What follows belongs to an exercise in optimizing a design on an open flow for small area; a production flow would make more cautious choices. Function was checked by simulation only, so behaviour that the tests miss may differ from the original. Power is estimated from default activity; no workload was simulated.

## chan_top
module chan_top (
	input  wire logic                       wb_clk,
	input  wire logic                       rst_n_i,
	input  wire logic                       reg_we_i,
	input  wire logic [4-1:0]      reg_adr_i,
	input  wire logic [16-1:0]         reg_dat_i,
	output logic [16-1:0]              reg_dat_o,
	input  wire logic                       adc_vld_i,
	input  wire logic [4*12-1:0]   adc_dat_i,
	output logic [16-1:0]              tx_dat_o,
	output logic                            tx_k_o,
	output logic                            tx_vld_o,
	input  wire logic                       tx_rdy_i
);
==> flow/config.mk <==
export PLATFORM = sky130hd
export DESIGN_NAME = chan_top
export DESIGN_NICKNAME = chan_top
export VERILOG_FILES = /design/flow/design.v
export SDC_FILE = /design/flow/constraint.sdc
export NUM_CORES = 4
export LEC_CHECK = 0
export CAP_MARGIN = 20
export CORE_MARGIN = 2
export CORE_UTILIZATION = 60
export CTS_BUF_LIST = sky130_fd_sc_hd__clkbuf_8
export CTS_CLUSTER_SIZE = 24
export SLEW_MARGIN = 20
==> flow/constraint.sdc <==
create_clock -name core_clock -period 5.0 [get_ports {wb_clk}]
set_input_delay 1.0000 -clock core_clock [delete_from_list [all_inputs] [get_ports {wb_clk}]]
set_output_delay 1.0000 -clock core_clock [all_outputs]
set_load 0.01 [all_outputs]
run.sh (not shown) runs the stock make flow with config.mk's settings and CLKGATE_MAP_FILE= SYNTH_SCRIPT=/design/flow/synth_recipe.tcl, a recipe that flattens the netlist after the stock synthesis.
Change:
CORE_UTILIZATION = 40   (was 60)
CTS_BUF_LIST = not set   (was sky130_fd_sc_hd__clkbuf_8)
CTS_CLUSTER_SIZE = not set   (was 24)
Effect: The new run went through all stages and came out clean. Clock power came out higher by 9.8%. Sequential power hardly moves. Power came out higher by about 3.7%. Wire length rises by 8.4%. Core utilization shrinks by 23 points.

chan_top, a different RTL version from the one above (not shown whole).
For scale: ~2400 cells after synthesis, about 700 flip-flops, ~110 I/O pins.
export LEC_CHECK = 0
export CAP_MARGIN = 20
export CORE_MARGIN = 2
export CORE_UTILIZATION = 65
export CTS_CLUSTER_DIAMETER = 80
export CTS_CLUSTER_SIZE = 26
export PLACE_DENSITY = 0.68
export SETUP_SLACK_MARGIN = 0.1
export SLEW_MARGIN = 20
export SYNTH_HIERARCHICAL = 1
create_clock -name core_clock -period 5.0 [get_ports {wb_clk}]
standard.sh (not shown) runs the stock make flow with config.mk's settings and CLKGATE_MAP_FILE= SYNTH_SCRIPT=/design/flow/synth_recipe.tcl, a recipe that flattens the netlist after the stock synthesis.
==> flow/flow/run.sh <==
#!/bin/bash
# Layout flow: the standard layout (standard.sh) with two changes.
#  1. Synthesis maps the logic with an area-oriented ABC script (flow/area.abc)
#     instead of ORFS's speed script. Everything else in synthesis is the standard flow's
#     own script (synth_recipe.tcl): same passes, same flip-flop mapping, same
#     flattening and renaming, so the registers are the standard ones.
#  2. The port buffers are sky130_fd_sc_hd__buf_1 (every input and output
#     port still gets one) instead of the delay cell buffer_ports picks.
# Each tool's output goes to a log file in this folder; ORFS's own per-step
# logs are under orfs/logs/.
set -euo pipefail
here=$(pwd)

# ORFS synth.tcl with the ABC script swapped after the preamble has set it up
orfs_synth="$FLOW_HOME/scripts/synth.tcl"
anchor='source $::env(SCRIPTS_DIR)/synth_preamble.tcl'
grep -qF "$anchor" "$orfs_synth"
awk -v anchor="$anchor" -v abc="$here/flow/area.abc" '
	{ print }
	$0 == anchor { print "lset abc_args 1 " abc }
' "$orfs_synth" > "$here/area_synth.tcl"
grep -q "lset abc_args 1 $here/flow/area.abc" "$here/area_synth.tcl"

# The standard flow's synthesis script, sourcing that copy instead of ORFS's synth.tcl
sed 's#^source $::env(SCRIPTS_DIR)/synth.tcl$#source '"$here"'/area_synth.tcl#' \
	"$here/synth_recipe.tcl" > "$here/area_synth_recipe.tcl"
grep -q "^source $here/area_synth.tcl\$" "$here/area_synth_recipe.tcl"

BUFFER_PORTS_ARGS="-buffer_cell sky130_fd_sc_hd__buf_1" \
	bash "$here/standard.sh" SYNTH_SCRIPT="$here/area_synth_recipe.tcl" finish \
	> "$here/standard_finish.log" 2>&1

test -s "$here/out/final.def"
==> flow/flow/area.abc <==
&get -n
&st
&syn2
&dch
&nf -a -R 1000
&put
topo
stime -c
Next try:
--- a/flow/config.mk
+++ b/flow/config.mk
@@ -12,5 +12,5 @@
 export CTS_CLUSTER_SIZE = 26
 export PLACE_DENSITY = 0.68
-export SETUP_SLACK_MARGIN = 0.1
+export SETUP_SLACK_MARGIN = 0.2
 export SLEW_MARGIN = 20
 export SYNTH_HIERARCHICAL = 1
Effect:
- hold slack gets better by 0.017 ns
- critical path depth came out higher by 2
- combinational power came out higher by about 4%
- setup slack gets better by 0.0040 ns

chan_top, a different RTL version from the one above (not shown whole).
Size: about 2300 cells after synthesis, roughly 710 flip-flops, about 110 I/O pins.
clock: 5.0 ns
lec_check: 0
cap_margin: 10
core_margin: 2
core_utilization: 65
cts_cluster_diameter: 100
cts_cluster_size: 28
place_density: 0.68
setup_slack_margin: 0.1
slew_margin: 10
synth_hierarchical: 1
Scripts as last shown in full above: flow/flow/run.sh, flow/flow/area.abc
Rerun with:
- CAP_MARGIN: 10 -> 20
- SETUP_SLACK_MARGIN: 0.1 -> 0.05
- SLEW_MARGIN: 10 -> 20
Sequential cell count does not change.
Fmax is about the same.
Die area is unchanged.
Register-to-register slack is about the same.
Final area barely changes.
Worst setup slack is better by 0.010 ns.
Sequential share of layout area came out higher by 0.13 points.
Rerun with:
- CTS_CLUSTER_DIAMETER: 100 -> 80
- CTS_CLUSTER_SIZE: 28 -> 26
- SETUP_SLACK_MARGIN: 0.05 -> 0.1
The new run went through all stages and came out clean.
Global-route usage hardly moves.
Synthesized cell count stays the same.
Worst setup slack stays flat.
Rerun with:
- CTS_CLUSTER_DIAMETER: 80 -> 120
- CTS_CLUSTER_SIZE: 26 -> 30
- via count hardly moves
- critical path depth stays the same
- global-route usage decreases by 0.62 points
- core utilization decreases by 0.68 points
- wire length decreases slightly

Setup of build 30:
Another version of the RTL of chan_top (not shown whole).
Size: ~2400 cells after synthesis, ~110 I/O pins, about 27000 sq um of cells after synthesis.
clock: 5.0 ns
lec_check: 0
cap_margin: 20
core_margin: 2
core_utilization: 65
cts_cluster_diameter: 100
cts_cluster_size: 28
place_density: 0.68
setup_slack_margin: 0.05
slew_margin: 20
synth_hierarchical: 1
==> flow/flow/area.abc <==
strash
dc2
dch
amap
topo
stime -c
Scripts as last shown in full above: flow/flow/run.sh
Build 30 reached the final stage; the timing, DRC and antenna checks on its layout passed.
[inputs] build 35 vs build 30
==> flow/flow/area.abc <==
strash
ifraig
dc2
dch -f
amap
topo
stime -c
--- a/flow/config.mk
+++ b/flow/config.mk
@@ -10,5 +10,5 @@
 export CORE_UTILIZATION = 65
 export CTS_CLUSTER_DIAMETER = 100
-export CTS_CLUSTER_SIZE = 28
+export CTS_CLUSTER_SIZE = 30
 export PLACE_DENSITY = 0.68
 export SETUP_SLACK_MARGIN = 0.05
## What came out
Build 35 | stages: all done | timing, DRC, antenna: all pass
Of build 35 and build 30, build 35 shows the lower depth of the worst register-to-register path, with build 30 above it.
Build 35 vs build 30 — first-pass GRT wire length dropped 1.3%.
[compare] base=build 30 new=build 35: share of final-layout standard cells stronger than drive strength 1 fell 0.47 points; maximum clock rate went down 1.2%; met1 layer wirelength in the final routing has remained practically unchanged; net switching power figure +0.73%.
Row sum of routed wire length over all layers: build 35 lower / build 30 higher
> inputs changed (build 35 -> build 6)
--- a/flow/config.mk
+++ b/flow/config.mk
@@ -10,5 +10,5 @@
 export CORE_UTILIZATION = 65
 export CTS_CLUSTER_DIAMETER = 100
-export CTS_CLUSTER_SIZE = 30
+export CTS_CLUSTER_SIZE = 28
 export PLACE_DENSITY = 0.68
 export SETUP_SLACK_MARGIN = 0.05
## What came out
Build 6 gives less smallest setup slack after layout than build 35 did. Re number of non-clock inverters: no difference whatsoever between build 35 and build 6. Non-clock buffer count for build 6: 2 down relative to build 35. There was hardly any difference in total detailed-routing wirelength between build 35 and build 6. On proportion of power drawn by combinational gates, build 35 and build 6 are basically level. Measured against build 6, the number of buffers created by CTS of build 35 comes out at 0.931 times the reference value. Any difference in core utilization of the finished layout between build 35 and build 6 is small enough to ignore. Max-slew violation count: build 35 vs build 6 identical. Static leakage: build 35 vs build 6, no meaningful difference. Looking at power, build 6 sits above build 35.
Input changes introduced in build 10 (baseline for comparison: build 6):
==> flow/flow/area.abc <==
&get -n
&st
&syn2
&dch
&nf -a -R 1000
&put
topo
stime -c
Sort build 10 and build 6 by headroom to the max-slew limit desc -> top: build 6
Summary of the comparison: core utilization of the finished layout is higher in build 10, relative to build 6.
Between build 10 and build 6, final worst slack is lower for build 10, build 6 comes in above that.
Changes in build 25 relative to build 10:
==> flow/flow/area.abc <==
strash
dch
amap
topo
stime -c
==> comparison <==
Final sum of negative setup slack: build 25 vs build 10 — no meaningful difference
Build 25 vs build 10 — count of clock-buffer cells in the layout dropped about 3.3%.
For the design area, build 25 came in about 0.8% lower than build 10 did.
[compare] base=build 10 new=build 25: met3 demand-to-capacity share in global routing has decreased; maximum cell stage delay along the critical path climbed 0.26 ns; cts-stage hold buffer count flat; power went down about 0.4%.

Setup of north:
chan_top with an RTL version that a note above also has.
For scale: ~2300 cells after synthesis, ~110 I/O pins, ~27000 um2 of cells after synthesis.
clock: 5.0 ns
lec_check: 0
cap_margin: 5
core_margin: 2
core_utilization: 65
cts_cluster_diameter: 80
cts_cluster_size: 26
place_density: 0.68
setup_slack_margin: 0.1
slew_margin: 5
synth_hierarchical: 1
==> flow/flow/area.abc <==
&get -n
&st
&syn2
&dch
&nf -a -R 1000
&put
topo
stime -c
Scripts as last shown in full above: flow/flow/run.sh
Input changes introduced in south (baseline for comparison: north):
# north
export LEC_CHECK = 0
export CAP_MARGIN = 5
export CORE_MARGIN = 2
export CORE_UTILIZATION = 65
export CTS_CLUSTER_DIAMETER = 80
export CTS_CLUSTER_SIZE = 26
export PLACE_DENSITY = 0.68
export SETUP_SLACK_MARGIN = 0.1
export SLEW_MARGIN = 5
export SYNTH_HIERARCHICAL = 1
create_clock -name core_clock -period 5.0 [get_ports {wb_clk}]
# south
export LEC_CHECK = 0
export CAP_MARGIN = 10
export CORE_MARGIN = 2
export CORE_UTILIZATION = 65
export CTS_CLUSTER_DIAMETER = 100
export CTS_CLUSTER_SIZE = 28
export PLACE_DENSITY = 0.75
export SETUP_SLACK_MARGIN = 0.1
export SLEW_MARGIN = 10
export SYNTH_HIERARCHICAL = 1
create_clock -name core_clock -period 5.0 [get_ports {wb_clk}]
--- outcome ---
south vs north: wire length up
Diff north..south | combinational power | negligible
south finished end to end and its layout was clean on timing, DRC and antenna.
The design area reported for south is smaller than that of north by about 0.55%.
On internal power component: between south and north, it ends up lower for south.

Another version of the RTL of chan_top (not shown whole).
Size in the first run: roughly 1,900 cells after synthesis, about 700 flip-flops, ~110 I/O pins.
export LEC_CHECK = 0
export CAP_MARGIN = 20
export CORE_MARGIN = 2
export CORE_UTILIZATION = 65
export CTS_CLUSTER_DIAMETER = 80
export CTS_CLUSTER_SIZE = 26
export PLACE_DENSITY = 0.68
export SLEW_MARGIN = 20
export SYNTH_HIERARCHICAL = 1
create_clock -name core_clock -period 5.0 [get_ports {wb_clk}]
Scripts as last shown in full above: flow/flow/run.sh, flow/flow/area.abc
Then changed:
==> flow/run.sh (new file) <==
#!/bin/bash
# synth_recipe.tcl (not shown) runs the flow's synth.tcl, then flattens the netlist and writes it again
# the make line also repeats each setting of config.mk as NAME=value (left out here)
make -C /OpenROAD-flow-scripts/flow DESIGN_CONFIG=/design/flow/config.mk WORK_HOME=/design/flow/orfs CLKGATE_MAP_FILE= SYNTH_SCRIPT=/design/flow/synth_recipe.tcl finish
removed: flow/flow/run.sh
removed: flow/flow/area.abc
removed: flow/standard.sh
Utilization drops by 0.37 points.
Fmax climbs by 11%.
Area after synthesis is higher by 5.3%.
Wire length climbs by 15%.
First-iteration DRC count goes up by 41%.

Another version of the RTL of chan_top (not shown whole).
Size in the first run: ~2400 cells after synthesis, roughly 700 flip-flops, about 110 I/O pins, about 27000 µm² of cells after synthesis.
==> flow/config.mk <==
export PLATFORM = sky130hd
export DESIGN_NAME = chan_top
export DESIGN_NICKNAME = chan_top
export VERILOG_FILES = /design/flow/design.v
export SDC_FILE = /design/flow/constraint.sdc
export NUM_CORES = 4
export LEC_CHECK = 0
export CAP_MARGIN = 20
export CORE_MARGIN = 2
export CORE_UTILIZATION = 65
export CTS_CLUSTER_DIAMETER = 100
export CTS_CLUSTER_SIZE = 28
export PLACE_DENSITY = 0.68
export SETUP_SLACK_MARGIN = 0.05
export SLEW_MARGIN = 20
export SYNTH_HIERARCHICAL = 1
==> flow/constraint.sdc <==
create_clock -name core_clock -period 5.0 [get_ports {wb_clk}]
set_input_delay 1.0000 -clock core_clock [delete_from_list [all_inputs] [get_ports {wb_clk}]]
set_output_delay 1.0000 -clock core_clock [all_outputs]
set_load 0.01 [all_outputs]
==> flow/flow/run.sh <==
#!/bin/bash
# Layout flow: the standard layout (standard.sh) with two changes.
#  1. Synthesis maps the logic with an area-oriented ABC script (flow/area.abc)
#     instead of ORFS's speed script. Everything else in synthesis is the standard flow's
#     own script (synth_recipe.tcl): same passes, same flip-flop mapping, same
#     flattening and renaming, so the registers are the standard ones.
#  2. The port buffers are sky130_fd_sc_hd__buf_1 (every input and output
#     port still gets one) instead of the delay cell buffer_ports picks.
# Each tool's output goes to a log file in this folder; ORFS's own per-step
# logs are under orfs/logs/.
set -euo pipefail
here=$(pwd)

# ORFS synth.tcl with the ABC script swapped after the preamble has set it up
orfs_synth="$FLOW_HOME/scripts/synth.tcl"
anchor='source $::env(SCRIPTS_DIR)/synth_preamble.tcl'
grep -qF "$anchor" "$orfs_synth"
awk -v anchor="$anchor" -v abc="$here/flow/area.abc" '
	{ print }
	$0 == anchor { print "lset abc_args 1 " abc }
' "$orfs_synth" > "$here/area_synth.tcl"
grep -q "lset abc_args 1 $here/flow/area.abc" "$here/area_synth.tcl"

# The standard flow's synthesis script, sourcing that copy instead of ORFS's synth.tcl
sed 's#^source $::env(SCRIPTS_DIR)/synth.tcl$#source '"$here"'/area_synth.tcl#' \
	"$here/synth_recipe.tcl" > "$here/area_synth_recipe.tcl"
grep -q "^source $here/area_synth.tcl\$" "$here/area_synth_recipe.tcl"

BUFFER_PORTS_ARGS="-buffer_cell sky130_fd_sc_hd__buf_1" \
	bash "$here/standard.sh" SYNTH_SCRIPT="$here/area_synth_recipe.tcl" finish \
	> "$here/standard_finish.log" 2>&1

test -s "$here/out/final.def"
==> flow/flow/area.abc <==
strash
ifraig
dc2
dch -f
amap
topo
stime -c
Next try:
- SETUP_SLACK_MARGIN: 0.05 -> 0
Routed wire length is about the same.
Die area does not change.
Global-route usage is unchanged.
First-iteration DRC count went down slightly.
Setup slack got worse by 0.040 ns.
Design area hardly moves.
Final cell count does not change.
Sequential cell count does not change.
Area after synthesis is unchanged.

[separate check: timing with driven ports]
The results above use ideal ports. As a check the final layouts listed here were re-extracted and re-timed, cells and wires unchanged. Step 1 assumes that a clkbuf_16 drives the clock port and a buf_2 every other input. Step 2 moves the port delays by t, midway between the first and last clock arrival at a register: inputs arrive t later, outputs are due t later. That takes back most of the time a late clock gives input paths. a / b / c = ideal ports / drivers / drivers and shift; a / b = the first two.
run	t (ns)	setup slack, ns	worst setup path after step 2	latest minus earliest clock arrival (ns)	cell pins on the clock port's net
the first run of note 1	0.779	0.602 / 0.602 / 0.138	input to register	0.048 / 0.048	1
the second run of note 1	0.683	0.697 / 0.697 / 0.184	input to register	0.020 / 0.020	1
the first run of note 2	0.637	0.197 / 0.197 / 0.062	input to register	0.024 / 0.024	1
the second run of note 2	0.640	0.201 / 0.201 / 0.126	input to register	0.020 / 0.020	1
the first run of note 3	0.670	0.239 / 0.239 / 0.078	input to register	0.040 / 0.039	1
the second run of note 3	0.676	0.249 / 0.249 / 0.036	input to register	0.025 / 0.026	1
the third run of note 3	0.649	0.248 / 0.248 / 0.117	input to register	0.045 / 0.045	1
the fourth run of note 3	0.671	0.191 / 0.191 / 0.011	input to register	0.025 / 0.025	1
build 30	0.690	0.288 / 0.288 / -0.284	input to register	0.038 / 0.039	1
build 35	0.661	0.231 / 0.231 / -0.201	input to register	0.020 / 0.019	1
build 6	0.697	0.222 / 0.222 / -0.206	input to register	0.041 / 0.041	1
build 10	0.674	0.153 / 0.153 / -0.079	input to register	0.047 / 0.047	1
build 25	0.672	0.278 / 0.278 / -0.287	input to register	0.032 / 0.032	1
north	0.644	0.237 / 0.237 / 0.036	input to register	0.042 / 0.042	1
south	0.670	0.239 / 0.239 / 0.078	input to register	0.040 / 0.039	1
the first run of note 6	0.635	0.258 / 0.258 / 0.030	input to register	0.056 / 0.057	1
the second run of note 6	0.649	0.727 / 0.746 / 0.110	input to register	0.037 / 0.037	1
the first run of note 7	0.675	0.289 / 0.289 / -0.196	input to register	0.021 / 0.021	1
the second run of note 7	0.677	0.249 / 0.249 / -0.175	input to register	0.023 / 0.023	1
With both steps, setup timing fails in 7 of these runs, where it was met with ideal ports. For the second run of note 6, which loses most, drivers alone change the setup slack by +0.019 ns; drivers and shift together by -0.617 ns.
